Context: an optimization exercise on an open-source flow, tuned for small area, a short achievable clock period and few clock cycles per item. The choices shown serve that exercise and are no tape-out recipe.
At most, simulation tests tie the RTL to the original design; equivalence was not proved.
Only the layout flow was run in run 1; the RTL was not checked for function there.

## flow/design.v (module list and top-level ports; edited modules follow where they fit)
// module rbst_front: 73 lines
// module rbst_div_lane: 1061 lines
// module rbst_cmp_step: 143 lines
// module rbst_cmp_last: 10 lines
// module rbst_cmp_fin: 14 lines
// module ray_box_slab_test: 252 lines
module ray_box_slab_test (
	input  logic                                 clk,
	input  logic                                 arst_n,
	input  logic                                 cfg_we,
	input  logic [rbst_pkg::IDX_W-1:0]           cfg_index,
	input  logic [rbst_pkg::COORD_W-1:0]         cfg_wdata,
	input  logic                                 s_tvalid,
	output logic                                 s_tready,
	input  logic [8*rbst_pkg::IN_BYTES-1:0]      s_tdata,
	output logic                                 m_tvalid,
	input  logic                                 m_tready,
	output logic [8*rbst_pkg::OUT_BYTES-1:0]     m_tdata
);
  // ...
==> flow/run.sh <==
#!/bin/bash
# synth_recipe.tcl (not shown) runs the flow's synth.tcl, then flattens the netlist and writes it again
# the make line also repeats each setting of config.mk as NAME=value (left out here)
make -C /OpenROAD-flow-scripts/flow DESIGN_CONFIG=/design/flow/config.mk WORK_HOME=/design/flow/orfs CLKGATE_MAP_FILE= SYNTH_SCRIPT=/design/flow/synth_recipe.tcl finish
==> flow/config.mk <==
export PLATFORM = sky130hd
export DESIGN_NAME = ray_box_slab_test
export DESIGN_NICKNAME = ray_box_slab_test
export VERILOG_FILES = /design/flow/design.v
export SDC_FILE = /design/flow/constraint.sdc
export NUM_CORES = 8
export LEC_CHECK = 0
export CAP_MARGIN = 20
export CORE_MARGIN = 2
export CORE_UTILIZATION = 40
export SETUP_SLACK_MARGIN = 4.5
export SLEW_MARGIN = 20
export TNS_END_PERCENT = 0
==> flow/constraint.sdc <==
create_clock -name core_clock -period 8.0 [get_ports {clk}]
set_input_delay 1.6000 -clock core_clock [delete_from_list [all_inputs] [get_ports {clk}]]
set_output_delay 1.6000 -clock core_clock [all_outputs]
set_load 0.01 [all_outputs]
==> results.py, run 1 <==
metrics = {
    "timing": {
        "tightestPinTransition_ps": 1270,
        "timing.max_slew.rel_slack": 0.147,
        "finalSetupViolations": 0,
    },
    "job": {
        "max_cap_viol_count": 0,
    },
    "logic_synthesis": {
        "syn-cell-area_um2": 478000,
        "most_frequent_cell_after_synthesis": "sky130_fd_sc_hd__dfxtp_1",
        "yosys-top-cells-count": "9,898 x sky130_fd_sc_hd__dfxtp_1, 4,065 x sky130_fd_sc_hd__nor2_1, 3,916 x sky130_fd_sc_hd__inv_1",
        "muxShareOfSynthArea": 0.0356,
    },
    "clock_tree": {
        "cts_resized": 897,
        "postCtsHoldBufs": 0,
        "cts_setup_buffers": 188,
        "clock_insertion_delay_at_the_later_pin_of_the_skew_report_ps": 1250,
    },
    "drt": {
        "average_wire_per_cell_in_the_routed_design_um": 21.6,
        "m1WireLength_mm": 664,
        "num_vias": 347000,
        "wl_met3_mm": 81.6,
        "avgViaCountPerCell": 5.37,
    },
    "setup_path": {
        "cp.depth": 11,
        "critical_path.max_stage_delay_ps": 580,
    },
    "final_layout": {
        "clock_tree_area_fraction": 0.0699,
        "layout-area-overhead-vs-synth_pct": 14.0,
        "final_design_area_no_fill_um2": 545000,
        "buffer_count_excluding_the_clock_tree_in_the_final_layout": 1041,
        "seq_cell_count": 10200,
    },
    "floorplan": {
        "die_h_mm": 1.10,
    },
    "run_status": {
        "outcome": "timing/DRC/antenna clean",
    },
    "global_routing": {
        "antenna_violations_before_repair": 87,
        "global_route.usage.met2": 0.329,
        "groute.usage.overall": 0.217,
    },
    "placement": {
        "dpl.cell_count": 62000,
        "worst_slack_after_detailed_placement_ps": 1690,
    },
    "worst_hold_path": {
        "min_path_type": "in2async",
    },
}
==> module rbst_front, before the edit <==
module rbst_front (
	input  logic                                          clk,
	input  logic [rbst_pkg::AXES*32-1:0]                  lo,
	input  logic [rbst_pkg::AXES*32-1:0]                  hi,
	input  logic [rbst_pkg::AXES*32-1:0]                  org,
	input  logic [rbst_pkg::AXES*32-1:0]                  dir,
	output logic [rbst_pkg::LANES*31-1:0]                 r0_o,     
	output logic [rbst_pkg::LANES*rbst_pkg::TW-1:0]       tail_o,   
	output logic [rbst_pkg::AXES*rbst_pkg::DW-1:0]        den_o,    
	output logic [rbst_pkg::LANES-1:0]                    nrm_o,    
	output logic [rbst_pkg::LANES-1:0]                    ngt_o,    
	output logic [rbst_pkg::LANES-1:0]                    cneg_o,   
	output logic                                          blk_o     
);
	localparam int AX = rbst_pkg::AXES;
	localparam int LN = rbst_pkg::LANES;
	localparam int TW = rbst_pkg::TW;
	localparam int DW = rbst_pkg::DW;
	logic [AX*2*33-1:0] nm_1;
	logic [AX*2-1:0]    nn_1, nz_1;
	logic [AX*32-1:0]   dmag_1;
	logic [AX-1:0]      dneg_1, dzero_1, inslab_1;
	for (genvar a = 0; a < AX; a++) begin : g_f1
		wire signed [31:0] o_a = org[a*32 +: 32];
		wire signed [31:0] d_a = dir[a*32 +: 32];
		for (genvar e = 0; e < 2; e++) begin : g_face
			wire signed [31:0] f   = e ? hi[a*32 +: 32] : lo[a*32 +: 32];
			wire        [32:0] fmo = {f[31], f} - {o_a[31], o_a};
			wire        [32:0] omf = {o_a[31], o_a} - {f[31], f};
			always_ff @(posedge clk) begin
				nm_1[(2*a+e)*33 +: 33] <= fmo[32] ? omf : fmo;
				nn_1[2*a+e]            <= fmo[32];
				nz_1[2*a+e]            <= (f == o_a);
			end
		end
		always_ff @(posedge clk) begin
			dneg_1[a]          <= d_a[31];
			dzero_1[a]         <= (d_a == '0);
			inslab_1[a]        <= ($signed(lo[a*32 +: 32]) <= o_a) && (o_a <= $signed(hi[a*32 +: 32]));
			dmag_1[a*32 +: 32] <= d_a[31] ? 32'(-d_a) : d_a;
		end
	end
	for (genvar a = 0; a < AX; a++) begin : g_f2
		wire [31:0] dm = dmag_1[a*32 +: 32];
		logic [4:0] sh;
		always_comb begin
			sh = 5'd0;
			for (int i = 0; i < 32; i++)
				if (dm[i]) sh = 5'(31 - i);
		end
		wire [31:0] dn = dm << sh;
		always_ff @(posedge clk) den_o[a*DW +: DW] <= dn[DW-1:0];
		for (genvar e = 0; e < 2; e++) begin : g_lane
			localparam int L = 2 * a + e;
			wire        fsel = dneg_1[a] ^ (e == 1);
			wire [32:0] nm   = fsel ? nm_1[(2*a+1)*33 +: 33] : nm_1[(2*a)*33 +: 33];
			wire        nn   = fsel ? nn_1[2*a+1] : nn_1[2*a];
			wire        nz   = fsel ? nz_1[2*a+1] : nz_1[2*a];
			wire        ngt  = !nz && (nn ^ dneg_1[a]);
			wire [63:0] zf   = {31'b0, nm} << sh;
			wire        sat  = {15'b0, nm} >= {dm, 15'b0};
			wire        nrm  = !dzero_1[a] && !sat;
			always_ff @(posedge clk) begin
				r0_o[L*31 +: 31]   <= zf[46:16];
				tail_o[L*TW +: TW] <= zf[15:0];
				nrm_o[L]           <= nrm;
				ngt_o[L]           <= ngt;
				cneg_o[L]          <= dzero_1[a] ? (e == 0) : ngt;
			end
		end
	end
	always_ff @(posedge clk) blk_o <= |(dzero_1 & ~inslab_1);
endmodule
==> module rbst_div_lane, before the edit <==
module rbst_div_lane (
	input  logic [rbst_pkg::RW-1:0] s_in,
	input  logic [rbst_pkg::RW-1:0] c_in,
	input  logic [rbst_pkg::DW-1:0] d,
	input  logic [1:0]              bb,
	output logic [rbst_pkg::RW-1:0] s_out,
	output logic [rbst_pkg::RW-1:0] c_out,
	output logic                    p2,      
	output logic                    p1,      
	output logic                    n1,      
	output logic                    n2       
);
	localparam int RW = rbst_pkg::RW;
	wire [RW-1:0] si = ~s_in;
	wire [RW-1:0] ci = ~c_in;
	logic [6:0] y;
	logic [3:0] q;
	assign y = si[RW-1:RW-7] + ci[RW-1:RW-7];
	always_comb begin
		case ({d[30:28], y})
			10'h000: q = 4'b0000;
			10'h001: q = 4'b0000;
			10'h002: q = 4'b0000;
			10'h003: q = 4'b0100;
			10'h004: q = 4'b0100;
			10'h005: q = 4'b0100;
			10'h006: q = 4'b0100;
			10'h007: q = 4'b0100;
			10'h008: q = 4'b0100;
			10'h009: q = 4'b0100;
			10'h00a: q = 4'b0100;
			10'h00b: q = 4'b0100;
			10'h00c: q = 4'b1000;
			10'h00d: q = 4'b1000;
			10'h00e: q = 4'b1000;
			10'h00f: q = 4'b1000;
			10'h010: q = 4'b1000;
			10'h011: q = 4'b1000;
			10'h012: q = 4'b1000;
			10'h013: q = 4'b1000;
			10'h014: q = 4'b1000;
			10'h015: q = 4'b1000;
			10'h016: q = 4'b1000;
			10'h017: q = 4'b1000;
			10'h018: q = 4'b1000;
			10'h019: q = 4'b1000;
			10'h01a: q = 4'b1000;
			10'h01b: q = 4'b1000;
			10'h01c: q = 4'b1000;
			10'h01d: q = 4'b1000;
			10'h01e: q = 4'b1000;
			10'h01f: q = 4'b1000;
			10'h020: q = 4'b1000;
			10'h021: q = 4'b1000;
			10'h022: q = 4'b1000;
			10'h023: q = 4'b1000;
			10'h024: q = 4'b1000;
			10'h025: q = 4'b1000;
			10'h026: q = 4'b1000;
			10'h027: q = 4'b1000;
			10'h028: q = 4'b1000;
			10'h029: q = 4'b1000;
			10'h02a: q = 4'b1000;
			10'h02b: q = 4'b1000;
			10'h02c: q = 4'b1000;
			10'h02d: q = 4'b1000;
			10'h02e: q = 4'b1000;
			10'h02f: q = 4'b1000;
			10'h030: q = 4'b1000;
			10'h031: q = 4'b1000;
			10'h032: q = 4'b1000;
			10'h033: q = 4'b1000;
			10'h034: q = 4'b1000;
			10'h035: q = 4'b1000;
			10'h036: q = 4'b1000;
			10'h037: q = 4'b1000;
			10'h038: q = 4'b1000;
			10'h039: q = 4'b1000;
			10'h03a: q = 4'b1000;
			10'h03b: q = 4'b1000;
			10'h03c: q = 4'b1000;
			10'h03d: q = 4'b1000;
			10'h03e: q = 4'b1000;
			10'h03f: q = 4'b1000;
			10'h040: q = 4'b0001;
			10'h041: q = 4'b0001;
			10'h042: q = 4'b0001;
			10'h043: q = 4'b0001;
			10'h044: q = 4'b0001;
			10'h045: q = 4'b0001;
			10'h046: q = 4'b0001;
			10'h047: q = 4'b0001;
			10'h048: q = 4'b0001;
			10'h049: q = 4'b0001;
			10'h04a: q = 4'b0001;
			10'h04b: q = 4'b0001;
			10'h04c: q = 4'b0001;
			10'h04d: q = 4'b0001;
			10'h04e: q = 4'b0001;
			10'h04f: q = 4'b0001;
			10'h050: q = 4'b0001;
			10'h051: q = 4'b0001;
			10'h052: q = 4'b0001;
			10'h053: q = 4'b0001;
			10'h054: q = 4'b0001;
			10'h055: q = 4'b0001;
			10'h056: q = 4'b0001;
			10'h057: q = 4'b0001;
			10'h058: q = 4'b0001;
			10'h059: q = 4'b0001;
			10'h05a: q = 4'b0001;
			10'h05b: q = 4'b0001;
			10'h05c: q = 4'b0001;
			10'h05d: q = 4'b0001;
			10'h05e: q = 4'b0001;
			10'h05f: q = 4'b0001;
			10'h060: q = 4'b0001;
			10'h061: q = 4'b0001;
			10'h062: q = 4'b0001;
			10'h063: q = 4'b0001;
			10'h064: q = 4'b0001;
			10'h065: q = 4'b0001;
			10'h066: q = 4'b0001;
			10'h067: q = 4'b0001;
			10'h068: q = 4'b0001;
			10'h069: q = 4'b0001;
			10'h06a: q = 4'b0001;
			10'h06b: q = 4'b0001;
			10'h06c: q = 4'b0001;
			10'h06d: q = 4'b0001;
			10'h06e: q = 4'b0001;
			10'h06f: q = 4'b0001;
			10'h070: q = 4'b0001;
			10'h071: q = 4'b0001;
			10'h072: q = 4'b0001;
			10'h073: q = 4'b0010;
			10'h074: q = 4'b0010;
			10'h075: q = 4'b0010;
			10'h076: q = 4'b0010;
			10'h077: q = 4'b0010;
			10'h078: q = 4'b0010;
			10'h079: q = 4'b0010;
			10'h07a: q = 4'b0010;
			10'h07b: q = 4'b0000;
			10'h07c: q = 4'b0000;
			10'h07d: q = 4'b0000;
			10'h07e: q = 4'b0000;
			10'h07f: q = 4'b0000;
			10'h080: q = 4'b0000;
			10'h081: q = 4'b0000;
			10'h082: q = 4'b0000;
			10'h083: q = 4'b0000;
			10'h084: q = 4'b0100;
			10'h085: q = 4'b0100;
			10'h086: q = 4'b0100;
			10'h087: q = 4'b0100;
			10'h088: q = 4'b0100;
			10'h089: q = 4'b0100;
			10'h08a: q = 4'b0100;
			10'h08b: q = 4'b0100;
			10'h08c: q = 4'b0100;
			10'h08d: q = 4'b0100;
			10'h08e: q = 4'b1000;
			10'h08f: q = 4'b1000;
			10'h090: q = 4'b1000;
			10'h091: q = 4'b1000;
			10'h092: q = 4'b1000;
			10'h093: q = 4'b1000;
			10'h094: q = 4'b1000;
			10'h095: q = 4'b1000;
			10'h096: q = 4'b1000;
			10'h097: q = 4'b1000;
			10'h098: q = 4'b1000;
			10'h099: q = 4'b1000;
			10'h09a: q = 4'b1000;
			10'h09b: q = 4'b1000;
			10'h09c: q = 4'b1000;
			10'h09d: q = 4'b1000;
			10'h09e: q = 4'b1000;
			10'h09f: q = 4'b1000;
			10'h0a0: q = 4'b1000;
			10'h0a1: q = 4'b1000;
			10'h0a2: q = 4'b1000;
			10'h0a3: q = 4'b1000;
			10'h0a4: q = 4'b1000;
			10'h0a5: q = 4'b1000;
			10'h0a6: q = 4'b1000;
			10'h0a7: q = 4'b1000;
			10'h0a8: q = 4'b1000;
			10'h0a9: q = 4'b1000;
			10'h0aa: q = 4'b1000;
			10'h0ab: q = 4'b1000;
			10'h0ac: q = 4'b1000;
			10'h0ad: q = 4'b1000;
			10'h0ae: q = 4'b1000;
			10'h0af: q = 4'b1000;
			10'h0b0: q = 4'b1000;
			10'h0b1: q = 4'b1000;
			10'h0b2: q = 4'b1000;
			10'h0b3: q = 4'b1000;
			10'h0b4: q = 4'b1000;
			10'h0b5: q = 4'b1000;
			10'h0b6: q = 4'b1000;
			10'h0b7: q = 4'b1000;
			10'h0b8: q = 4'b1000;
			10'h0b9: q = 4'b1000;
			10'h0ba: q = 4'b1000;
			10'h0bb: q = 4'b1000;
			10'h0bc: q = 4'b1000;
			10'h0bd: q = 4'b1000;
			10'h0be: q = 4'b1000;
			10'h0bf: q = 4'b1000;
			10'h0c0: q = 4'b0001;
			10'h0c1: q = 4'b0001;
			10'h0c2: q = 4'b0001;
			10'h0c3: q = 4'b0001;
			10'h0c4: q = 4'b0001;
			10'h0c5: q = 4'b0001;
			10'h0c6: q = 4'b0001;
			10'h0c7: q = 4'b0001;
			10'h0c8: q = 4'b0001;
			10'h0c9: q = 4'b0001;
			10'h0ca: q = 4'b0001;
			10'h0cb: q = 4'b0001;
			10'h0cc: q = 4'b0001;
			10'h0cd: q = 4'b0001;
			10'h0ce: q = 4'b0001;
			10'h0cf: q = 4'b0001;
			10'h0d0: q = 4'b0001;
			10'h0d1: q = 4'b0001;
			10'h0d2: q = 4'b0001;
			10'h0d3: q = 4'b0001;
			10'h0d4: q = 4'b0001;
			10'h0d5: q = 4'b0001;
			10'h0d6: q = 4'b0001;
			10'h0d7: q = 4'b0001;
			10'h0d8: q = 4'b0001;
			10'h0d9: q = 4'b0001;
			10'h0da: q = 4'b0001;
			10'h0db: q = 4'b0001;
			10'h0dc: q = 4'b0001;
			10'h0dd: q = 4'b0001;
			10'h0de: q = 4'b0001;
			10'h0df: q = 4'b0001;
			10'h0e0: q = 4'b0001;
			10'h0e1: q = 4'b0001;
			10'h0e2: q = 4'b0001;
			10'h0e3: q = 4'b0001;
			10'h0e4: q = 4'b0001;
			10'h0e5: q = 4'b0001;
			10'h0e6: q = 4'b0001;
			10'h0e7: q = 4'b0001;
			10'h0e8: q = 4'b0001;
			10'h0e9: q = 4'b0001;
			10'h0ea: q = 4'b0001;
			10'h0eb: q = 4'b0001;
			10'h0ec: q = 4'b0001;
			10'h0ed: q = 4'b0001;
			10'h0ee: q = 4'b0001;
			10'h0ef: q = 4'b0001;
			10'h0f0: q = 4'b0001;
			10'h0f1: q = 4'b0010;
			10'h0f2: q = 4'b0010;
			10'h0f3: q = 4'b0010;
			10'h0f4: q = 4'b0010;
			10'h0f5: q = 4'b0010;
			10'h0f6: q = 4'b0010;
			10'h0f7: q = 4'b0010;
			10'h0f8: q = 4'b0010;
			10'h0f9: q = 4'b0010;
			10'h0fa: q = 4'b0000;
			10'h0fb: q = 4'b0000;
			10'h0fc: q = 4'b0000;
			10'h0fd: q = 4'b0000;
			10'h0fe: q = 4'b0000;
			10'h0ff: q = 4'b0000;
			10'h100: q = 4'b0000;
			10'h101: q = 4'b0000;
			10'h102: q = 4'b0000;
			10'h103: q = 4'b0000;
			10'h104: q = 4'b0100;
			10'h105: q = 4'b0100;
			10'h106: q = 4'b0100;
			10'h107: q = 4'b0100;
			10'h108: q = 4'b0100;
			10'h109: q = 4'b0100;
			10'h10a: q = 4'b0100;
			10'h10b: q = 4'b0100;
			10'h10c: q = 4'b0100;
			10'h10d: q = 4'b0100;
			10'h10e: q = 4'b0100;
			10'h10f: q = 4'b1000;
			10'h110: q = 4'b1000;
			10'h111: q = 4'b1000;
			10'h112: q = 4'b1000;
			10'h113: q = 4'b1000;
			10'h114: q = 4'b1000;
			10'h115: q = 4'b1000;
			10'h116: q = 4'b1000;
			10'h117: q = 4'b1000;
			10'h118: q = 4'b1000;
			10'h119: q = 4'b1000;
			10'h11a: q = 4'b1000;
			10'h11b: q = 4'b1000;
			10'h11c: q = 4'b1000;
			10'h11d: q = 4'b1000;
			10'h11e: q = 4'b1000;
			10'h11f: q = 4'b1000;
			10'h120: q = 4'b1000;
			10'h121: q = 4'b1000;
			10'h122: q = 4'b1000;
			10'h123: q = 4'b1000;
			10'h124: q = 4'b1000;
			10'h125: q = 4'b1000;
			10'h126: q = 4'b1000;
			10'h127: q = 4'b1000;
			10'h128: q = 4'b1000;
			10'h129: q = 4'b1000;
			10'h12a: q = 4'b1000;
			10'h12b: q = 4'b1000;
			10'h12c: q = 4'b1000;
			10'h12d: q = 4'b1000;
			10'h12e: q = 4'b1000;
			10'h12f: q = 4'b1000;
			10'h130: q = 4'b1000;
			10'h131: q = 4'b1000;
			10'h132: q = 4'b1000;
			10'h133: q = 4'b1000;
			10'h134: q = 4'b1000;
			10'h135: q = 4'b1000;
			10'h136: q = 4'b1000;
			10'h137: q = 4'b1000;
			10'h138: q = 4'b1000;
			10'h139: q = 4'b1000;
			10'h13a: q = 4'b1000;
			10'h13b: q = 4'b1000;
			10'h13c: q = 4'b1000;
			10'h13d: q = 4'b1000;
			10'h13e: q = 4'b1000;
			10'h13f: q = 4'b1000;
			10'h140: q = 4'b0001;
			10'h141: q = 4'b0001;
			10'h142: q = 4'b0001;
			10'h143: q = 4'b0001;
			10'h144: q = 4'b0001;
			10'h145: q = 4'b0001;
			10'h146: q = 4'b0001;
			10'h147: q = 4'b0001;
			10'h148: q = 4'b0001;
			10'h149: q = 4'b0001;
			10'h14a: q = 4'b0001;
			10'h14b: q = 4'b0001;
			10'h14c: q = 4'b0001;
			10'h14d: q = 4'b0001;
			10'h14e: q = 4'b0001;
			10'h14f: q = 4'b0001;
			10'h150: q = 4'b0001;
			10'h151: q = 4'b0001;
			10'h152: q = 4'b0001;
			10'h153: q = 4'b0001;
			10'h154: q = 4'b0001;
			10'h155: q = 4'b0001;
			10'h156: q = 4'b0001;
			10'h157: q = 4'b0001;
			10'h158: q = 4'b0001;
			10'h159: q = 4'b0001;
			10'h15a: q = 4'b0001;
			10'h15b: q = 4'b0001;
			10'h15c: q = 4'b0001;
			10'h15d: q = 4'b0001;
			10'h15e: q = 4'b0001;
			10'h15f: q = 4'b0001;
			10'h160: q = 4'b0001;
			10'h161: q = 4'b0001;
			10'h162: q = 4'b0001;
			10'h163: q = 4'b0001;
			10'h164: q = 4'b0001;
			10'h165: q = 4'b0001;
			10'h166: q = 4'b0001;
			10'h167: q = 4'b0001;
			10'h168: q = 4'b0001;
			10'h169: q = 4'b0001;
			10'h16a: q = 4'b0001;
			10'h16b: q = 4'b0001;
			10'h16c: q = 4'b0001;
			10'h16d: q = 4'b0001;
			10'h16e: q = 4'b0001;
			10'h16f: q = 4'b0001;
			10'h170: q = 4'b0010;
			10'h171: q = 4'b0010;
			10'h172: q = 4'b0010;
			10'h173: q = 4'b0010;
			10'h174: q = 4'b0010;
			10'h175: q = 4'b0010;
			10'h176: q = 4'b0010;
			10'h177: q = 4'b0010;
			10'h178: q = 4'b0010;
			10'h179: q = 4'b0010;
			10'h17a: q = 4'b0000;
			10'h17b: q = 4'b0000;
			10'h17c: q = 4'b0000;
			10'h17d: q = 4'b0000;
			10'h17e: q = 4'b0000;
			10'h17f: q = 4'b0000;
			10'h180: q = 4'b0000;
			10'h181: q = 4'b0000;
			10'h182: q = 4'b0000;
			10'h183: q = 4'b0000;
			10'h184: q = 4'b0000;
			10'h185: q = 4'b0100;
			10'h186: q = 4'b0100;
			10'h187: q = 4'b0100;
			10'h188: q = 4'b0100;
			10'h189: q = 4'b0100;
			10'h18a: q = 4'b0100;
			10'h18b: q = 4'b0100;
			10'h18c: q = 4'b0100;
			10'h18d: q = 4'b0100;
			10'h18e: q = 4'b0100;
			10'h18f: q = 4'b0100;
			10'h190: q = 4'b1000;
			10'h191: q = 4'b1000;
			10'h192: q = 4'b1000;
			10'h193: q = 4'b1000;
			10'h194: q = 4'b1000;
			10'h195: q = 4'b1000;
			10'h196: q = 4'b1000;
			10'h197: q = 4'b1000;
			10'h198: q = 4'b1000;
			10'h199: q = 4'b1000;
			10'h19a: q = 4'b1000;
			10'h19b: q = 4'b1000;
			10'h19c: q = 4'b1000;
			10'h19d: q = 4'b1000;
			10'h19e: q = 4'b1000;
			10'h19f: q = 4'b1000;
			10'h1a0: q = 4'b1000;
			10'h1a1: q = 4'b1000;
			10'h1a2: q = 4'b1000;
			10'h1a3: q = 4'b1000;
			10'h1a4: q = 4'b1000;
			10'h1a5: q = 4'b1000;
			10'h1a6: q = 4'b1000;
			10'h1a7: q = 4'b1000;
			10'h1a8: q = 4'b1000;
			10'h1a9: q = 4'b1000;
			10'h1aa: q = 4'b1000;
			10'h1ab: q = 4'b1000;
			10'h1ac: q = 4'b1000;
			10'h1ad: q = 4'b1000;
			10'h1ae: q = 4'b1000;
			10'h1af: q = 4'b1000;
			10'h1b0: q = 4'b1000;
			10'h1b1: q = 4'b1000;
			10'h1b2: q = 4'b1000;
			10'h1b3: q = 4'b1000;
			10'h1b4: q = 4'b1000;
			10'h1b5: q = 4'b1000;
			10'h1b6: q = 4'b1000;
			10'h1b7: q = 4'b1000;
			10'h1b8: q = 4'b1000;
			10'h1b9: q = 4'b1000;
			10'h1ba: q = 4'b1000;
			10'h1bb: q = 4'b1000;
			10'h1bc: q = 4'b1000;
			10'h1bd: q = 4'b1000;
			10'h1be: q = 4'b1000;
			10'h1bf: q = 4'b1000;
			10'h1c0: q = 4'b0001;
			10'h1c1: q = 4'b0001;
			10'h1c2: q = 4'b0001;
			10'h1c3: q = 4'b0001;
			10'h1c4: q = 4'b0001;
			10'h1c5: q = 4'b0001;
			10'h1c6: q = 4'b0001;
			10'h1c7: q = 4'b0001;
			10'h1c8: q = 4'b0001;
			10'h1c9: q = 4'b0001;
			10'h1ca: q = 4'b0001;
			10'h1cb: q = 4'b0001;
			10'h1cc: q = 4'b0001;
			10'h1cd: q = 4'b0001;
			10'h1ce: q = 4'b0001;
			10'h1cf: q = 4'b0001;
			10'h1d0: q = 4'b0001;
			10'h1d1: q = 4'b0001;
			10'h1d2: q = 4'b0001;
			10'h1d3: q = 4'b0001;
			10'h1d4: q = 4'b0001;
			10'h1d5: q = 4'b0001;
			10'h1d6: q = 4'b0001;
			10'h1d7: q = 4'b0001;
			10'h1d8: q = 4'b0001;
			10'h1d9: q = 4'b0001;
			10'h1da: q = 4'b0001;
			10'h1db: q = 4'b0001;
			10'h1dc: q = 4'b0001;
			10'h1dd: q = 4'b0001;
			10'h1de: q = 4'b0001;
			10'h1df: q = 4'b0001;
			10'h1e0: q = 4'b0001;
			10'h1e1: q = 4'b0001;
			10'h1e2: q = 4'b0001;
			10'h1e3: q = 4'b0001;
			10'h1e4: q = 4'b0001;
			10'h1e5: q = 4'b0001;
			10'h1e6: q = 4'b0001;
			10'h1e7: q = 4'b0001;
			10'h1e8: q = 4'b0001;
			10'h1e9: q = 4'b0001;
			10'h1ea: q = 4'b0001;
			10'h1eb: q = 4'b0001;
			10'h1ec: q = 4'b0001;
			10'h1ed: q = 4'b0001;
			10'h1ee: q = 4'b0010;
			10'h1ef: q = 4'b0010;
			10'h1f0: q = 4'b0010;
			10'h1f1: q = 4'b0010;
			10'h1f2: q = 4'b0010;
			10'h1f3: q = 4'b0010;
			10'h1f4: q = 4'b0010;
			10'h1f5: q = 4'b0010;
			10'h1f6: q = 4'b0010;
			10'h1f7: q = 4'b0010;
			10'h1f8: q = 4'b0010;
			10'h1f9: q = 4'b0010;
			10'h1fa: q = 4'b0000;
			10'h1fb: q = 4'b0000;
			10'h1fc: q = 4'b0000;
			10'h1fd: q = 4'b0000;
			10'h1fe: q = 4'b0000;
			10'h1ff: q = 4'b0000;
			10'h200: q = 4'b0000;
			10'h201: q = 4'b0000;
			10'h202: q = 4'b0000;
			10'h203: q = 4'b0000;
			10'h204: q = 4'b0000;
			10'h205: q = 4'b0000;
			10'h206: q = 4'b0100;
			10'h207: q = 4'b0100;
			10'h208: q = 4'b0100;
			10'h209: q = 4'b0100;
			10'h20a: q = 4'b0100;
			10'h20b: q = 4'b0100;
			10'h20c: q = 4'b0100;
			10'h20d: q = 4'b0100;
			10'h20e: q = 4'b0100;
			10'h20f: q = 4'b0100;
			10'h210: q = 4'b0100;
			10'h211: q = 4'b0100;
			10'h212: q = 4'b1000;
			10'h213: q = 4'b1000;
			10'h214: q = 4'b1000;
			10'h215: q = 4'b1000;
			10'h216: q = 4'b1000;
			10'h217: q = 4'b1000;
			10'h218: q = 4'b1000;
			10'h219: q = 4'b1000;
			10'h21a: q = 4'b1000;
			10'h21b: q = 4'b1000;
			10'h21c: q = 4'b1000;
			10'h21d: q = 4'b1000;
			10'h21e: q = 4'b1000;
			10'h21f: q = 4'b1000;
			10'h220: q = 4'b1000;
			10'h221: q = 4'b1000;
			10'h222: q = 4'b1000;
			10'h223: q = 4'b1000;
			10'h224: q = 4'b1000;
			10'h225: q = 4'b1000;
			10'h226: q = 4'b1000;
			10'h227: q = 4'b1000;
			10'h228: q = 4'b1000;
			10'h229: q = 4'b1000;
			10'h22a: q = 4'b1000;
			10'h22b: q = 4'b1000;
			10'h22c: q = 4'b1000;
			10'h22d: q = 4'b1000;
			10'h22e: q = 4'b1000;
			10'h22f: q = 4'b1000;
			10'h230: q = 4'b1000;
			10'h231: q = 4'b1000;
			10'h232: q = 4'b1000;
			10'h233: q = 4'b1000;
			10'h234: q = 4'b1000;
			10'h235: q = 4'b1000;
			10'h236: q = 4'b1000;
			10'h237: q = 4'b1000;
			10'h238: q = 4'b1000;
			10'h239: q = 4'b1000;
			10'h23a: q = 4'b1000;
			10'h23b: q = 4'b1000;
			10'h23c: q = 4'b1000;
			10'h23d: q = 4'b1000;
			10'h23e: q = 4'b1000;
			10'h23f: q = 4'b1000;
			10'h240: q = 4'b0001;
			10'h241: q = 4'b0001;
			10'h242: q = 4'b0001;
			10'h243: q = 4'b0001;
			10'h244: q = 4'b0001;
			10'h245: q = 4'b0001;
			10'h246: q = 4'b0001;
			10'h247: q = 4'b0001;
			10'h248: q = 4'b0001;
			10'h249: q = 4'b0001;
			10'h24a: q = 4'b0001;
			10'h24b: q = 4'b0001;
			10'h24c: q = 4'b0001;
			10'h24d: q = 4'b0001;
			10'h24e: q = 4'b0001;
			10'h24f: q = 4'b0001;
			10'h250: q = 4'b0001;
			10'h251: q = 4'b0001;
			10'h252: q = 4'b0001;
			10'h253: q = 4'b0001;
			10'h254: q = 4'b0001;
			10'h255: q = 4'b0001;
			10'h256: q = 4'b0001;
			10'h257: q = 4'b0001;
			10'h258: q = 4'b0001;
			10'h259: q = 4'b0001;
			10'h25a: q = 4'b0001;
			10'h25b: q = 4'b0001;
			10'h25c: q = 4'b0001;
			10'h25d: q = 4'b0001;
			10'h25e: q = 4'b0001;
			10'h25f: q = 4'b0001;
			10'h260: q = 4'b0001;
			10'h261: q = 4'b0001;
			10'h262: q = 4'b0001;
			10'h263: q = 4'b0001;
			10'h264: q = 4'b0001;
			10'h265: q = 4'b0001;
			10'h266: q = 4'b0001;
			10'h267: q = 4'b0001;
			10'h268: q = 4'b0001;
			10'h269: q = 4'b0001;
			10'h26a: q = 4'b0001;
			10'h26b: q = 4'b0001;
			10'h26c: q = 4'b0010;
			10'h26d: q = 4'b0010;
			10'h26e: q = 4'b0010;
			10'h26f: q = 4'b0010;
			10'h270: q = 4'b0010;
			10'h271: q = 4'b0010;
			10'h272: q = 4'b0010;
			10'h273: q = 4'b0010;
			10'h274: q = 4'b0010;
			10'h275: q = 4'b0010;
			10'h276: q = 4'b0010;
			10'h277: q = 4'b0010;
			10'h278: q = 4'b0010;
			10'h279: q = 4'b0000;
			10'h27a: q = 4'b0000;
			10'h27b: q = 4'b0000;
			10'h27c: q = 4'b0000;
			10'h27d: q = 4'b0000;
			10'h27e: q = 4'b0000;
			10'h27f: q = 4'b0000;
			10'h280: q = 4'b0000;
			10'h281: q = 4'b0000;
			10'h282: q = 4'b0000;
			10'h283: q = 4'b0000;
			10'h284: q = 4'b0000;
			10'h285: q = 4'b0000;
			10'h286: q = 4'b0100;
			10'h287: q = 4'b0100;
			10'h288: q = 4'b0100;
			10'h289: q = 4'b0100;
			10'h28a: q = 4'b0100;
			10'h28b: q = 4'b0100;
			10'h28c: q = 4'b0100;
			10'h28d: q = 4'b0100;
			10'h28e: q = 4'b0100;
			10'h28f: q = 4'b0100;
			10'h290: q = 4'b0100;
			10'h291: q = 4'b0100;
			10'h292: q = 4'b0100;
			10'h293: q = 4'b1000;
			10'h294: q = 4'b1000;
			10'h295: q = 4'b1000;
			10'h296: q = 4'b1000;
			10'h297: q = 4'b1000;
			10'h298: q = 4'b1000;
			10'h299: q = 4'b1000;
			10'h29a: q = 4'b1000;
			10'h29b: q = 4'b1000;
			10'h29c: q = 4'b1000;
			10'h29d: q = 4'b1000;
			10'h29e: q = 4'b1000;
			10'h29f: q = 4'b1000;
			10'h2a0: q = 4'b1000;
			10'h2a1: q = 4'b1000;
			10'h2a2: q = 4'b1000;
			10'h2a3: q = 4'b1000;
			10'h2a4: q = 4'b1000;
			10'h2a5: q = 4'b1000;
			10'h2a6: q = 4'b1000;
			10'h2a7: q = 4'b1000;
			10'h2a8: q = 4'b1000;
			10'h2a9: q = 4'b1000;
			10'h2aa: q = 4'b1000;
			10'h2ab: q = 4'b1000;
			10'h2ac: q = 4'b1000;
			10'h2ad: q = 4'b1000;
			10'h2ae: q = 4'b1000;
			10'h2af: q = 4'b1000;
			10'h2b0: q = 4'b1000;
			10'h2b1: q = 4'b1000;
			10'h2b2: q = 4'b1000;
			10'h2b3: q = 4'b1000;
			10'h2b4: q = 4'b1000;
			10'h2b5: q = 4'b1000;
			10'h2b6: q = 4'b1000;
			10'h2b7: q = 4'b1000;
			10'h2b8: q = 4'b1000;
			10'h2b9: q = 4'b1000;
			10'h2ba: q = 4'b1000;
			10'h2bb: q = 4'b1000;
			10'h2bc: q = 4'b1000;
			10'h2bd: q = 4'b1000;
			10'h2be: q = 4'b1000;
			10'h2bf: q = 4'b1000;
			10'h2c0: q = 4'b0001;
			10'h2c1: q = 4'b0001;
			10'h2c2: q = 4'b0001;
			10'h2c3: q = 4'b0001;
			10'h2c4: q = 4'b0001;
			10'h2c5: q = 4'b0001;
			10'h2c6: q = 4'b0001;
			10'h2c7: q = 4'b0001;
			10'h2c8: q = 4'b0001;
			10'h2c9: q = 4'b0001;
			10'h2ca: q = 4'b0001;
			10'h2cb: q = 4'b0001;
			10'h2cc: q = 4'b0001;
			10'h2cd: q = 4'b0001;
			10'h2ce: q = 4'b0001;
			10'h2cf: q = 4'b0001;
			10'h2d0: q = 4'b0001;
			10'h2d1: q = 4'b0001;
			10'h2d2: q = 4'b0001;
			10'h2d3: q = 4'b0001;
			10'h2d4: q = 4'b0001;
			10'h2d5: q = 4'b0001;
			10'h2d6: q = 4'b0001;
			10'h2d7: q = 4'b0001;
			10'h2d8: q = 4'b0001;
			10'h2d9: q = 4'b0001;
			10'h2da: q = 4'b0001;
			10'h2db: q = 4'b0001;
			10'h2dc: q = 4'b0001;
			10'h2dd: q = 4'b0001;
			10'h2de: q = 4'b0001;
			10'h2df: q = 4'b0001;
			10'h2e0: q = 4'b0001;
			10'h2e1: q = 4'b0001;
			10'h2e2: q = 4'b0001;
			10'h2e3: q = 4'b0001;
			10'h2e4: q = 4'b0001;
			10'h2e5: q = 4'b0001;
			10'h2e6: q = 4'b0001;
			10'h2e7: q = 4'b0001;
			10'h2e8: q = 4'b0001;
			10'h2e9: q = 4'b0001;
			10'h2ea: q = 4'b0001;
			10'h2eb: q = 4'b0010;
			10'h2ec: q = 4'b0010;
			10'h2ed: q = 4'b0010;
			10'h2ee: q = 4'b0010;
			10'h2ef: q = 4'b0010;
			10'h2f0: q = 4'b0010;
			10'h2f1: q = 4'b0010;
			10'h2f2: q = 4'b0010;
			10'h2f3: q = 4'b0010;
			10'h2f4: q = 4'b0010;
			10'h2f5: q = 4'b0010;
			10'h2f6: q = 4'b0010;
			10'h2f7: q = 4'b0010;
			10'h2f8: q = 4'b0010;
			10'h2f9: q = 4'b0000;
			10'h2fa: q = 4'b0000;
			10'h2fb: q = 4'b0000;
			10'h2fc: q = 4'b0000;
			10'h2fd: q = 4'b0000;
			10'h2fe: q = 4'b0000;
			10'h2ff: q = 4'b0000;
			10'h300: q = 4'b0000;
			10'h301: q = 4'b0000;
			10'h302: q = 4'b0000;
			10'h303: q = 4'b0000;
			10'h304: q = 4'b0000;
			10'h305: q = 4'b0000;
			10'h306: q = 4'b0100;
			10'h307: q = 4'b0100;
			10'h308: q = 4'b0100;
			10'h309: q = 4'b0100;
			10'h30a: q = 4'b0100;
			10'h30b: q = 4'b0100;
			10'h30c: q = 4'b0100;
			10'h30d: q = 4'b0100;
			10'h30e: q = 4'b0100;
			10'h30f: q = 4'b0100;
			10'h310: q = 4'b0100;
			10'h311: q = 4'b0100;
			10'h312: q = 4'b0100;
			10'h313: q = 4'b0100;
			10'h314: q = 4'b0100;
			10'h315: q = 4'b1000;
			10'h316: q = 4'b1000;
			10'h317: q = 4'b1000;
			10'h318: q = 4'b1000;
			10'h319: q = 4'b1000;
			10'h31a: q = 4'b1000;
			10'h31b: q = 4'b1000;
			10'h31c: q = 4'b1000;
			10'h31d: q = 4'b1000;
			10'h31e: q = 4'b1000;
			10'h31f: q = 4'b1000;
			10'h320: q = 4'b1000;
			10'h321: q = 4'b1000;
			10'h322: q = 4'b1000;
			10'h323: q = 4'b1000;
			10'h324: q = 4'b1000;
			10'h325: q = 4'b1000;
			10'h326: q = 4'b1000;
			10'h327: q = 4'b1000;
			10'h328: q = 4'b1000;
			10'h329: q = 4'b1000;
			10'h32a: q = 4'b1000;
			10'h32b: q = 4'b1000;
			10'h32c: q = 4'b1000;
			10'h32d: q = 4'b1000;
			10'h32e: q = 4'b1000;
			10'h32f: q = 4'b1000;
			10'h330: q = 4'b1000;
			10'h331: q = 4'b1000;
			10'h332: q = 4'b1000;
			10'h333: q = 4'b1000;
			10'h334: q = 4'b1000;
			10'h335: q = 4'b1000;
			10'h336: q = 4'b1000;
			10'h337: q = 4'b1000;
			10'h338: q = 4'b1000;
			10'h339: q = 4'b1000;
			10'h33a: q = 4'b1000;
			10'h33b: q = 4'b1000;
			10'h33c: q = 4'b1000;
			10'h33d: q = 4'b1000;
			10'h33e: q = 4'b1000;
			10'h33f: q = 4'b1000;
			10'h340: q = 4'b0001;
			10'h341: q = 4'b0001;
			10'h342: q = 4'b0001;
			10'h343: q = 4'b0001;
			10'h344: q = 4'b0001;
			10'h345: q = 4'b0001;
			10'h346: q = 4'b0001;
			10'h347: q = 4'b0001;
			10'h348: q = 4'b0001;
			10'h349: q = 4'b0001;
			10'h34a: q = 4'b0001;
			10'h34b: q = 4'b0001;
			10'h34c: q = 4'b0001;
			10'h34d: q = 4'b0001;
			10'h34e: q = 4'b0001;
			10'h34f: q = 4'b0001;
			10'h350: q = 4'b0001;
			10'h351: q = 4'b0001;
			10'h352: q = 4'b0001;
			10'h353: q = 4'b0001;
			10'h354: q = 4'b0001;
			10'h355: q = 4'b0001;
			10'h356: q = 4'b0001;
			10'h357: q = 4'b0001;
			10'h358: q = 4'b0001;
			10'h359: q = 4'b0001;
			10'h35a: q = 4'b0001;
			10'h35b: q = 4'b0001;
			10'h35c: q = 4'b0001;
			10'h35d: q = 4'b0001;
			10'h35e: q = 4'b0001;
			10'h35f: q = 4'b0001;
			10'h360: q = 4'b0001;
			10'h361: q = 4'b0001;
			10'h362: q = 4'b0001;
			10'h363: q = 4'b0001;
			10'h364: q = 4'b0001;
			10'h365: q = 4'b0001;
			10'h366: q = 4'b0001;
			10'h367: q = 4'b0001;
			10'h368: q = 4'b0001;
			10'h369: q = 4'b0001;
			10'h36a: q = 4'b0010;
			10'h36b: q = 4'b0010;
			10'h36c: q = 4'b0010;
			10'h36d: q = 4'b0010;
			10'h36e: q = 4'b0010;
			10'h36f: q = 4'b0010;
			10'h370: q = 4'b0010;
			10'h371: q = 4'b0010;
			10'h372: q = 4'b0010;
			10'h373: q = 4'b0010;
			10'h374: q = 4'b0010;
			10'h375: q = 4'b0010;
			10'h376: q = 4'b0010;
			10'h377: q = 4'b0010;
			10'h378: q = 4'b0000;
			10'h379: q = 4'b0000;
			10'h37a: q = 4'b0000;
			10'h37b: q = 4'b0000;
			10'h37c: q = 4'b0000;
			10'h37d: q = 4'b0000;
			10'h37e: q = 4'b0000;
			10'h37f: q = 4'b0000;
			10'h380: q = 4'b0000;
			10'h381: q = 4'b0000;
			10'h382: q = 4'b0000;
			10'h383: q = 4'b0000;
			10'h384: q = 4'b0000;
			10'h385: q = 4'b0000;
			10'h386: q = 4'b0000;
			10'h387: q = 4'b0100;
			10'h388: q = 4'b0100;
			10'h389: q = 4'b0100;
			10'h38a: q = 4'b0100;
			10'h38b: q = 4'b0100;
			10'h38c: q = 4'b0100;
			10'h38d: q = 4'b0100;
			10'h38e: q = 4'b0100;
			10'h38f: q = 4'b0100;
			10'h390: q = 4'b0100;
			10'h391: q = 4'b0100;
			10'h392: q = 4'b0100;
			10'h393: q = 4'b0100;
			10'h394: q = 4'b0100;
			10'h395: q = 4'b0100;
			10'h396: q = 4'b0100;
			10'h397: q = 4'b1000;
			10'h398: q = 4'b1000;
			10'h399: q = 4'b1000;
			10'h39a: q = 4'b1000;
			10'h39b: q = 4'b1000;
			10'h39c: q = 4'b1000;
			10'h39d: q = 4'b1000;
			10'h39e: q = 4'b1000;
			10'h39f: q = 4'b1000;
			10'h3a0: q = 4'b1000;
			10'h3a1: q = 4'b1000;
			10'h3a2: q = 4'b1000;
			10'h3a3: q = 4'b1000;
			10'h3a4: q = 4'b1000;
			10'h3a5: q = 4'b1000;
			10'h3a6: q = 4'b1000;
			10'h3a7: q = 4'b1000;
			10'h3a8: q = 4'b1000;
			10'h3a9: q = 4'b1000;
			10'h3aa: q = 4'b1000;
			10'h3ab: q = 4'b1000;
			10'h3ac: q = 4'b1000;
			10'h3ad: q = 4'b1000;
			10'h3ae: q = 4'b1000;
			10'h3af: q = 4'b1000;
			10'h3b0: q = 4'b1000;
			10'h3b1: q = 4'b1000;
			10'h3b2: q = 4'b1000;
			10'h3b3: q = 4'b1000;
			10'h3b4: q = 4'b1000;
			10'h3b5: q = 4'b1000;
			10'h3b6: q = 4'b1000;
			10'h3b7: q = 4'b1000;
			10'h3b8: q = 4'b1000;
			10'h3b9: q = 4'b1000;
			10'h3ba: q = 4'b1000;
			10'h3bb: q = 4'b1000;
			10'h3bc: q = 4'b1000;
			10'h3bd: q = 4'b1000;
			10'h3be: q = 4'b1000;
			10'h3bf: q = 4'b1000;
			10'h3c0: q = 4'b0001;
			10'h3c1: q = 4'b0001;
			10'h3c2: q = 4'b0001;
			10'h3c3: q = 4'b0001;
			10'h3c4: q = 4'b0001;
			10'h3c5: q = 4'b0001;
			10'h3c6: q = 4'b0001;
			10'h3c7: q = 4'b0001;
			10'h3c8: q = 4'b0001;
			10'h3c9: q = 4'b0001;
			10'h3ca: q = 4'b0001;
			10'h3cb: q = 4'b0001;
			10'h3cc: q = 4'b0001;
			10'h3cd: q = 4'b0001;
			10'h3ce: q = 4'b0001;
			10'h3cf: q = 4'b0001;
			10'h3d0: q = 4'b0001;
			10'h3d1: q = 4'b0001;
			10'h3d2: q = 4'b0001;
			10'h3d3: q = 4'b0001;
			10'h3d4: q = 4'b0001;
			10'h3d5: q = 4'b0001;
			10'h3d6: q = 4'b0001;
			10'h3d7: q = 4'b0001;
			10'h3d8: q = 4'b0001;
			10'h3d9: q = 4'b0001;
			10'h3da: q = 4'b0001;
			10'h3db: q = 4'b0001;
			10'h3dc: q = 4'b0001;
			10'h3dd: q = 4'b0001;
			10'h3de: q = 4'b0001;
			10'h3df: q = 4'b0001;
			10'h3e0: q = 4'b0001;
			10'h3e1: q = 4'b0001;
			10'h3e2: q = 4'b0001;
			10'h3e3: q = 4'b0001;
			10'h3e4: q = 4'b0001;
			10'h3e5: q = 4'b0001;
			10'h3e6: q = 4'b0001;
			10'h3e7: q = 4'b0001;
			10'h3e8: q = 4'b0010;
			10'h3e9: q = 4'b0010;
			10'h3ea: q = 4'b0010;
			10'h3eb: q = 4'b0010;
			10'h3ec: q = 4'b0010;
			10'h3ed: q = 4'b0010;
			10'h3ee: q = 4'b0010;
			10'h3ef: q = 4'b0010;
			10'h3f0: q = 4'b0010;
			10'h3f1: q = 4'b0010;
			10'h3f2: q = 4'b0010;
			10'h3f3: q = 4'b0010;
			10'h3f4: q = 4'b0010;
			10'h3f5: q = 4'b0010;
			10'h3f6: q = 4'b0010;
			10'h3f7: q = 4'b0000;
			10'h3f8: q = 4'b0000;
			10'h3f9: q = 4'b0000;
			10'h3fa: q = 4'b0000;
			10'h3fb: q = 4'b0000;
			10'h3fc: q = 4'b0000;
			10'h3fd: q = 4'b0000;
			10'h3fe: q = 4'b0000;
			10'h3ff: q = 4'b0000;
			default: q = 4'b0000;
		endcase
	end
	assign p2 = q[3];
	assign p1 = q[2];
	assign n1 = q[1];
	assign n2 = q[0];
	wire [RW-1:0] d1 = {1'b0, 1'b1, d};
	wire [RW-1:0] d2 = {1'b1, d, 1'b0};
	wire          ps = p1 || p2;
	wire [RW-1:0] m  = ({RW{p2}} & ~d2) | ({RW{p1}} & ~d1) | ({RW{n1}} & d1) | ({RW{n2}} & d2);
	wire [RW-1:0] a  = {si[RW-3:0], bb};
	wire [RW-1:0] b  = {ci[RW-3:0], 2'b00};
	wire [RW-1:0] mj = (a & b) | (a & m) | (b & m);
	assign s_out = ~(a ^ b ^ m);
	assign c_out = ~{mj[RW-2:0], ps};
endmodule
==> inputs of run 2 (changes only) <==
--- a/flow/design.v
+++ b/flow/design.v
@@ -44,2 +44,3 @@
 	logic [AX*32-1:0]   dmag_1;
+	logic [AX*5-1:0]    sh_1;
 	logic [AX-1:0]      dneg_1, dzero_1, inslab_1;
@@ -58,2 +59,9 @@
 		end
+		wire [31:0] dm = d_a[31] ? 32'(-d_a) : d_a;
+		logic [4:0] lz;
+		always_comb begin
+			lz = 5'd0;
+			for (int i = 0; i < 32; i++)
+				if (dm[i]) lz = 5'(31 - i);
+		end
 		always_ff @(posedge clk) begin
@@ -62,3 +70,4 @@
 			inslab_1[a]        <= ($signed(lo[a*32 +: 32]) <= o_a) && (o_a <= $signed(hi[a*32 +: 32]));
-			dmag_1[a*32 +: 32] <= d_a[31] ? 32'(-d_a) : d_a;
+			dmag_1[a*32 +: 32] <= dm;
+			sh_1[a*5 +: 5]     <= lz;
 		end
@@ -67,8 +76,3 @@
 		wire [31:0] dm = dmag_1[a*32 +: 32];
-		logic [4:0] sh;
-		always_comb begin
-			sh = 5'd0;
-			for (int i = 0; i < 32; i++)
-				if (dm[i]) sh = 5'(31 - i);
-		end
+		wire [4:0]  sh = sh_1[a*5 +: 5];
 		wire [31:0] dn = dm << sh;
@@ -1150,3 +1154,6 @@
 	wire          ps = p1 || p2;
-	wire [RW-1:0] m  = ({RW{p2}} & ~d2) | ({RW{p1}} & ~d1) | ({RW{n1}} & d1) | ({RW{n2}} & d2);
+	logic [RW-1:0] m;
+	for (genvar j = 0; j < RW; j++) begin : g_m
+		assign m[j] = (d1[j] ? n1 : p1) | (d2[j] ? n2 : p2);
+	end
 	wire [RW-1:0] a  = {si[RW-3:0], bb};
--- a/flow/config.mk
+++ b/flow/config.mk
@@ -10,2 +10,3 @@
 export CORE_UTILIZATION = 40
+export CTS_BUF_LIST = sky130_fd_sc_hd__clkbuf_8
 export SETUP_SLACK_MARGIN = 4.5
==> run 2 against run 1 <==
Sequential share of layout area is 0.45 points lower. Final area up 1.4%. Count of clock-buffer cells in the layout is 530 higher. Synthesized cell count increased by 0.21%. Cell count grew 2.1%. Critical path depth rose by 3. Register-to-register slack improved by 130 ps. Largest cell class unchanged.
==> results.py, run 2 <==
metrics = {
    "logic_synthesis": {
        "syn_inst_count": 48900,
        "avgSynthCellArea_um2": 9.80,
        "most_frequent_cell_after_synthesis": "sky130_fd_sc_hd__dfxtp_1",
        "post-synth-top-area-fraction": 0.415,
        "yosys-top-cells-count": "9,913 x sky130_fd_sc_hd__dfxtp_1, 4,066 x sky130_fd_sc_hd__nor2_1, 4,027 x sky130_fd_sc_hd__inv_1",
        "postSynth.topFlopCell": "sky130_fd_sc_hd__dfxtp_1",
        "seq_area_frac_synth": 0.429,
        "number_of_enable_flip_flop_cells_after_synthesis": 22,
        "syn-cell-area_um2": 479000,
        "synthDistinctLibCells": 108,
        "synth_area_leader_cell": "sky130_fd_sc_hd__dfxtp_1",
        "number_of_warnings_printed_during_yosys_synthesis": 6,
        "postSynth.asyncResetShare": 0.0251,
        "postSynthRegisterBits": 10200,
        "yosys-top-cells-area": "sky130_fd_sc_hd__dfxtp_1 41%, sky130_fd_sc_hd__fa_1 12%, sky130_fd_sc_hd__ha_1 5.6%",
    },
    "setup_path": {
        "r2r_cells": 12,
        "setup.worst_path.start_class": "input port",
        "timing.critical_path.to_type": "flip-flop",
        "crit_required_ps": 9340,
        "worst-r2r-setup-slack_ps": 4090,
        "critPathMaxFanout": 10,
        "worstReg2RegStart": "s_st[2930]",
        "critical_path.reg2reg.endpoint": "s_st[3119]",
        "timing_worst_setup_path_type": "in2reg",
        "crit_arrival_ps": 5250,
    },
    "floorplan": {
        "coreArea_um2": 1190000,
        "die_x_mm": 1.10,
        "start_util": 0.401,
        "dieArea_um2": 1210000,
        "rows": 401,
        "io-pin-count": 242,
        "die_h_mm": 1.10,
    },
    "final_layout": {
        "layout_commonest_cell": "sky130_fd_sc_hd__dfxtp_1",
        "finish.utilization": 0.464,
        "fraction_of_layout_instances_using_a_drive_strength_above_1": 0.133,
        "layout.cells.most_common_list": "9,810 x sky130_fd_sc_hd__dfxtp_1, 4,401 x sky130_fd_sc_hd__inv_1, 4,008 x sky130_fd_sc_hd__nor2_1",
        "final-instance-count-excl-fill": 65900,
        "nets": 53900,
        "registers.top_by_ff_count": "s_st",
        "final_design_area_no_fill_um2": 553000,
        "layout-area-overhead-vs-synth_pct": 15.5,
        "largest_reg_flops": 3168,
        "reg_top3": "s_st (3168), c_st (3072), d_st (1395)",
    },
    "job": {
        "max_cap_viol_count": 0,
    },
    "placement": {
        "port_buffers": 234,
        "routability_driven_placement_congestion_ratio": 0.927,
        "dpl-instance-area_um2": 494000,
        "hpwlAfterDp_mm": 1050,
        "dpl.cell_count": 62100,
    },
    "clock_tree": {
        "htreeDepth": 7,
        "root_buffer": "sky130_fd_sc_hd__clkbuf_8",
        "clock_insertion_delay_at_the_later_pin_of_the_skew_report_ps": 1510,
        "clk_path_buf_depth": 5,
        "clkTransAtPathRegs_ps": 70,
        "tritoncts": "built",
        "cts_inserted_buffers": 1614,
        "clock_sinks": 10200,
    },
    "timing": {
        "finalSetupViolations": 0,
        "finalHoldWorstSlack_ps": 138,
        "setup_repair_after_global_routing_missed_its_margin": "true",
        "tightestPinTransition_ps": 1270,
        "layout_worst_path_cycle_share": 0.489,
        "period_needed_ps": 3910,
        "timing.max_slew.rel_slack": 0.153,
        "timing.final.max_slew_violations": 0,
        "finalSetupTns_ps": 0,
        "clock_skew_ps": 114,
        "final_hold_viol_count": 0,
        "max_clock_freq_mhz": 255,
    },
    "drt": {
        "num_vias": 355000,
        "avgViaCountPerCell": 5.39,
        "post-route-drc-count": 0,
        "routed_wl_mm": 1470,
        "average_wire_per_cell_in_the_routed_design_um": 22.3,
        "final_antenna_net_count": 0,
        "firstDrtPassIters": 8,
        "first_iter_violations": 31000,
    },
    "global_routing": {
        "groute.usage.overall": 0.223,
        "grt_max_degree": 95,
        "grt_first_pass_wirelength_mm": 2120,
        "grt-ovfl-total": 0,
        "vias_in_the_first_global_route": 335000,
        "antenna_violations_before_repair": 75,
    },
    "worst_hold_path": {
        "min_path_type": "in2async",
    },
    "run_status": {
        "outcome": "timing/DRC/antenna clean",
    },
}
## run 2: cell count changes in the layout (fill, tap and decap cells not counted), moves of 204 or more
cell | before | now
sky130_fd_sc_hd__a211oi_1 | 1559 | 1355
sky130_fd_sc_hd__a21oi_1 | 3408 | 2758
sky130_fd_sc_hd__a221oi_2 | 114 | 353
sky130_fd_sc_hd__clkbuf_16 | 1130 | 59
sky130_fd_sc_hd__clkbuf_8 | 213 | 2058
sky130_fd_sc_hd__inv_1 | 3893 | 4401
sky130_fd_sc_hd__o21ai_0 | 2321 | 2575
sky130_fd_sc_hd__o221ai_1 | 561 | 281
sky130_fd_sc_hd__o22ai_1 | 855 | 1244
## run 2: timing repair
action,in CTS,in global routing
cloned,47,115
hold buffers,0,0
buffers inserted,185,391
setup endpoints to repair,6172,6320
endpoints found under the hold margin,0,0
gates resized for setup,890,2345
pin swaps,78,341
## run 2: cell type report
class / instances / area [um2]
Timing Repair inverter: 1 / 8.76
Clock buffer: 2043 / 28100
Clock inverter: 866 / 6590
Sequential cell: 10200 / 206000
Inverter: 4041 / 15300
Antenna cell: 156 / 390
Tap cell: 15900 / 19900
Timing Repair Buffer: 1325 / 15100
Fill cell: 111000 / 640000
Multi-Input combinational cell: 31400 / 262000
## run 2: routing by layer
metal  share of wire  GRT usage
met1            0.46      0.318
met2            0.44      0.345
met3           0.058     0.0309
met4           0.044     0.0847
met5         0.00018          0
## run 2: cell families (layout without fill, tap and decap cells)
family,Yosys count,count (layout),share of synthesized area
buf+inv,7357,8276,0.0587
simple gates,10200,10300,0.0955
xor+xnor,1407,1408,0.0257
compound gates,13200,13200,0.180
fa+ha+maj,5090,5090,0.179
other cells,1,163,0.00000784
flops,10200,10200,0.429
mux,1403,1403,0.0319
## run 2: worst max-delay path by stage
stage | endpoint | slack (ps) | depth (start not counted) | from
after floorplan | u_front.sh_1[9] | 3680 | 10 | s_tdata[148]
after global placement | u_front.nm_1[152] | 1640 | 15 | s_tdata[73]
after detailed placement | u_front.nm_1[152] | 1610 | 15 | s_tdata[73]
after CTS | s_tready | 3990 | 1 | rdy_q
after global routing | s_st[1647] | 3920 | 13 | c_st[1446]
final | u_front.nm_1[56] | 4090 | 14 | s_tdata[20]
## run 2: critical path: stages
cell	delay, ps
sky130_fd_sc_hd__clkdlybuf4s50_1	530
sky130_fd_sc_hd__inv_1	130
sky130_fd_sc_hd__ha_1	520
sky130_fd_sc_hd__nand4_1	320
sky130_fd_sc_hd__or2_2	430
sky130_fd_sc_hd__nor3_1	350
sky130_fd_sc_hd__nor2_1	90
sky130_fd_sc_hd__o211ai_1	180
sky130_fd_sc_hd__mux2i_4	140
sky130_fd_sc_hd__buf_12	170
sky130_fd_sc_hd__buf_4	170
sky130_fd_sc_hd__mux2_4	320
sky130_fd_sc_hd__a21oi_2	160
sky130_fd_sc_hd__xnor2_1	130
## run 2: through the flow
stage / setup WS (ps)
floorplan: 3680
global placement: 1640
detailed placement: 1610
CTS: 3990
global route: 3920
finish: 4090
Testbench counts of run 2, summed over its fixed seeds: cycles 8,168, items 8,000.
==> inputs of run 3 (changes only) <==
--- a/flow/config.mk
+++ b/flow/config.mk
@@ -10,3 +10,2 @@
 export CORE_UTILIZATION = 40
-export CTS_BUF_LIST = sky130_fd_sc_hd__clkbuf_8
 export SETUP_SLACK_MARGIN = 4.5
==> run 3 against run 2 <==
Still clean. Wire length barely moved. Maximum frequency barely moved. Setup slack improved by 1.3 ps. Final area rose by 0.77%. Die area did not move. Synthesized cell count did not move. First-iteration DRC count rose by 2.1%. Largest cell class unchanged.
==> results.py, run 3 <==
metrics = {
    "logic_synthesis": {
        "synth_area_leader_cell": "sky130_fd_sc_hd__dfxtp_1",
        "yosys-top-cells-area": "sky130_fd_sc_hd__dfxtp_1 41%, sky130_fd_sc_hd__fa_1 12%, sky130_fd_sc_hd__ha_1 5.6%",
        "postSynth.asyncResetShare": 0.0251,
        "synthDistinctLibCells": 108,
        "syn_inst_count": 48900,
        "postSynthRegisterBits": 10200,
        "yosys-top-cells-count": "9,913 x sky130_fd_sc_hd__dfxtp_1, 4,066 x sky130_fd_sc_hd__nor2_1, 4,027 x sky130_fd_sc_hd__inv_1",
        "most_frequent_cell_after_synthesis": "sky130_fd_sc_hd__dfxtp_1",
        "syn-cell-area_um2": 479000,
        "postSynth.topFlopCell": "sky130_fd_sc_hd__dfxtp_1",
        "post-synth-top-area-fraction": 0.415,
        "number_of_warnings_printed_during_yosys_synthesis": 6,
        "number_of_enable_flip_flop_cells_after_synthesis": 22,
        "seq_area_frac_synth": 0.429,
        "avgSynthCellArea_um2": 9.80,
    },
    "global_routing": {
        "grt_first_pass_wirelength_mm": 2180,
        "groute.usage.overall": 0.232,
        "grt_max_degree": 95,
        "grt-ovfl-total": 0,
        "use_met3": 0.0291,
        "vias_in_the_first_global_route": 337000,
        "global_route.usage.met2": 0.360,
        "met1_usage": 0.326,
        "busiest_layer": "met2",
        "antenna_violations_before_repair": 77,
    },
    "clock_tree": {
        "clock_insertion_delay_at_the_later_pin_of_the_skew_report_ps": 1240,
        "cts_inserted_buffers": 1081,
        "postCtsHoldBufs": 0,
        "clk_path_buf_depth": 5,
        "htreeDepth": 7,
        "clock_sinks": 10200,
        "root_buffer": "sky130_fd_sc_hd__clkbuf_16",
        "tritoncts": "built",
        "clkTransAtPathRegs_ps": 60,
    },
    "timing": {
        "timing.max_slew.rel_slack": 0.139,
        "clock_skew_ps": 69.1,
        "timing.final.max_slew_violations": 0,
        "layout_worst_path_cycle_share": 0.489,
        "final_hold_viol_count": 0,
        "max_clock_freq_mhz": 256,
        "layout_setup_ws_ps": 4090,
        "setup_repair_after_global_routing_missed_its_margin": "true",
        "period_needed_ps": 3910,
        "finalSetupTns_ps": 0,
        "tightestPinTransition_ps": 1290,
        "finalSetupViolations": 0,
    },
    "final_layout": {
        "multi_input_comb_area_um2": 263000,
        "layout-area-overhead-vs-synth_pct": 16.4,
        "nets": 53500,
        "regArea_um2": 206000,
        "layout.cells.most_common_list": "9,805 x sky130_fd_sc_hd__dfxtp_1, 4,003 x sky130_fd_sc_hd__nor2_1, 3,965 x sky130_fd_sc_hd__inv_1",
        "reg_top3": "s_st (3168), c_st (3072), d_st (1395)",
        "largest_reg_flops": 3168,
        "finish.utilization": 0.467,
        "fraction_of_layout_instances_using_a_drive_strength_above_1": 0.126,
        "layout_commonest_cell": "sky130_fd_sc_hd__dfxtp_1",
        "registers.top_by_ff_count": "s_st",
        "n_fill_cell": 110000,
    },
    "setup_path": {
        "crit_arrival_ps": 4960,
        "timing_worst_setup_path_type": "reg2reg",
        "critPathMaxFanout": 16,
        "cp_slowest_cell": "sky130_fd_sc_hd__fa_1",
        "critPathMostFrequentCell": "sky130_fd_sc_hd__a21oi_2",
        "cp_cell_sequence": "inv_1 > ha_1 > fa_2 > a21o_1 > a21oi_2 > o21ai_0 > a21oi_2 > xor2_1 > o2111ai_1 > o41ai_4 > buf_4 > buf_12 > nand2_1 > o221ai_1 > a21oi_1 > fa_1",
        "critical_path.max_stage_delay_ps": 550,
        "critical_path.top_delay_family": "compound AO/OA/AOI/OAI gates",
        "timing.critical_path.to_type": "flip-flop",
        "crit_required_ps": 9050,
        "critical_path_buf_inv_count": 3,
        "setup.worst_path.start_class": "flip-flop",
    },
    "floorplan": {
        "io-pin-count": 242,
        "die_h_mm": 1.10,
        "rows": 401,
        "dieArea_um2": 1210000,
        "coreArea_um2": 1190000,
        "start_util": 0.401,
        "die_x_mm": 1.10,
    },
    "placement": {
        "port_buffers": 234,
        "hpwlAfterDp_mm": 1050,
        "routability_driven_placement_congestion_ratio": 0.927,
        "worst_slack_after_detailed_placement_ps": 1610,
    },
    "drt": {
        "post-route-drc-count": 0,
        "firstDrtPassIters": 8,
        "num_vias": 354000,
        "first_iter_violations": 31700,
        "avgViaCountPerCell": 5.43,
        "average_wire_per_cell_in_the_routed_design_um": 22.6,
        "final_antenna_net_count": 0,
        "routed_wl_mm": 1470,
    },
    "worst_hold_path": {
        "min_path_type": "reg2reg",
    },
    "job": {
        "max_cap_viol_count": 0,
    },
    "run_status": {
        "outcome": "timing/DRC/antenna clean",
    },
}
-- run 3: cell counts after synthesis --
No cell type changed its count.
-- run 3: path summary, 6_finish.rpt --
kind	cells past startpoint	slack, ps	endpoint	start
min	0	300	g_st[7].g_l[5].u_div.a[0]	t_st[656]
min reg2reg	0	300	g_st[7].g_l[5].u_div.a[0]	t_st[656]
min in group asynchronous	1	390	lo_q[67]	arst_n
max in group asynchronous	2	6390	hi_q[0]	arst_n
max reg2reg	16	4090	s_st[1100]	c_st[917]
max	16	4090	s_st[1100]	c_st[917]
-- run 3: cell families after synthesis --
kind of cell	share of synthesized area
compound gates	0.180
xor+xnor	0.0257
fa+ha+maj	0.179
buf+inv	0.0587
flops	0.429
mux	0.0319
other cells	0.00000784
simple gates	0.0955
-- run 3: stage by stage --
stage	cell area (um2)	hold slack (ps)	std cells
2_1_floorplan	479000	310	48900
3_3_place_gp	494000	310	62100
3_5_place_dp	494000	312	62100
4_1_cts	550000	294	64700
5_1_grt	557000	300	65100
6_report	557000	297	65100
-- run 3: layer usage --
layer | share of wire | up-vias
li1 | - | 168000
met3 | 0.057 | 2370
met4 | 0.047 | 42
met5 | 0.00020 | -
met2 | 0.44 | 11500
met1 | 0.46 | 171000
-- run 3: area by class of cell --
type                            count  share of cell area
Timing Repair inverter              2           0.0000269
Multi-Input combinational cell  31400               0.471
Clock buffer                     1469              0.0554
Sequential cell                 10200               0.369
Clock inverter                    453              0.0105
Tap cell                        15900              0.0357
Timing Repair Buffer             1438              0.0295
Inverter                         4041              0.0274
Antenna cell                      182            0.000817
-- run 3: repair_timing --
action | in CTS | in global routing
resized for setup | 2477 | 970
pin swaps | 350 | 206
setup endpoints to repair | 6205 | 6056
cloned | 146 | 21
buffers inserted | 527 | 166

-- port drivers added, routing unchanged --
How much do the figures lean on ideal ports? The routed layouts below were timed once more, with nothing changed but the port constraints.
Step 1 (the two cells are an assumption about what drives the block):
set clk [get_ports {clk}]
set_driving_cell -lib_cell sky130_fd_sc_hd__clkbuf_16 $clk
set_driving_cell -lib_cell sky130_fd_sc_hd__buf_2 [delete_from_list [all_inputs] $clk]
Step 2 also shifts input and output timing later by t, the mid clock arrival at the registers, as if the neighbouring blocks saw the same clock.
a / b / c = ideal / step 1 / step 2; a / b = the first two.
| run | t, ns | slack for setup (ns) | clock arrival spread, ns | slew at the worst register clock pin (ns) | worst data-port slew with drivers (ns) |
|---|---|---|---|---|---|
| run 1 | 1.380 | 3.952 / 3.952 / 2.682 | 0.089 / 0.088 | 0.08 / 0.08 | 0.24 |
| run 2 | 1.602 | 4.085 / 4.052 / 2.575 | 0.127 / 0.128 | 0.08 / 0.08 | 0.27 |
| run 3 | 1.366 | 4.087 / 4.087 / 2.823 | 0.082 / 0.083 | 0.07 / 0.07 | 0.26 |
After both steps setup and hold are still met in every run listed. The setup slack of run 2, which loses most, moves by -0.033 ns with the drivers and by -1.510 ns with both steps.
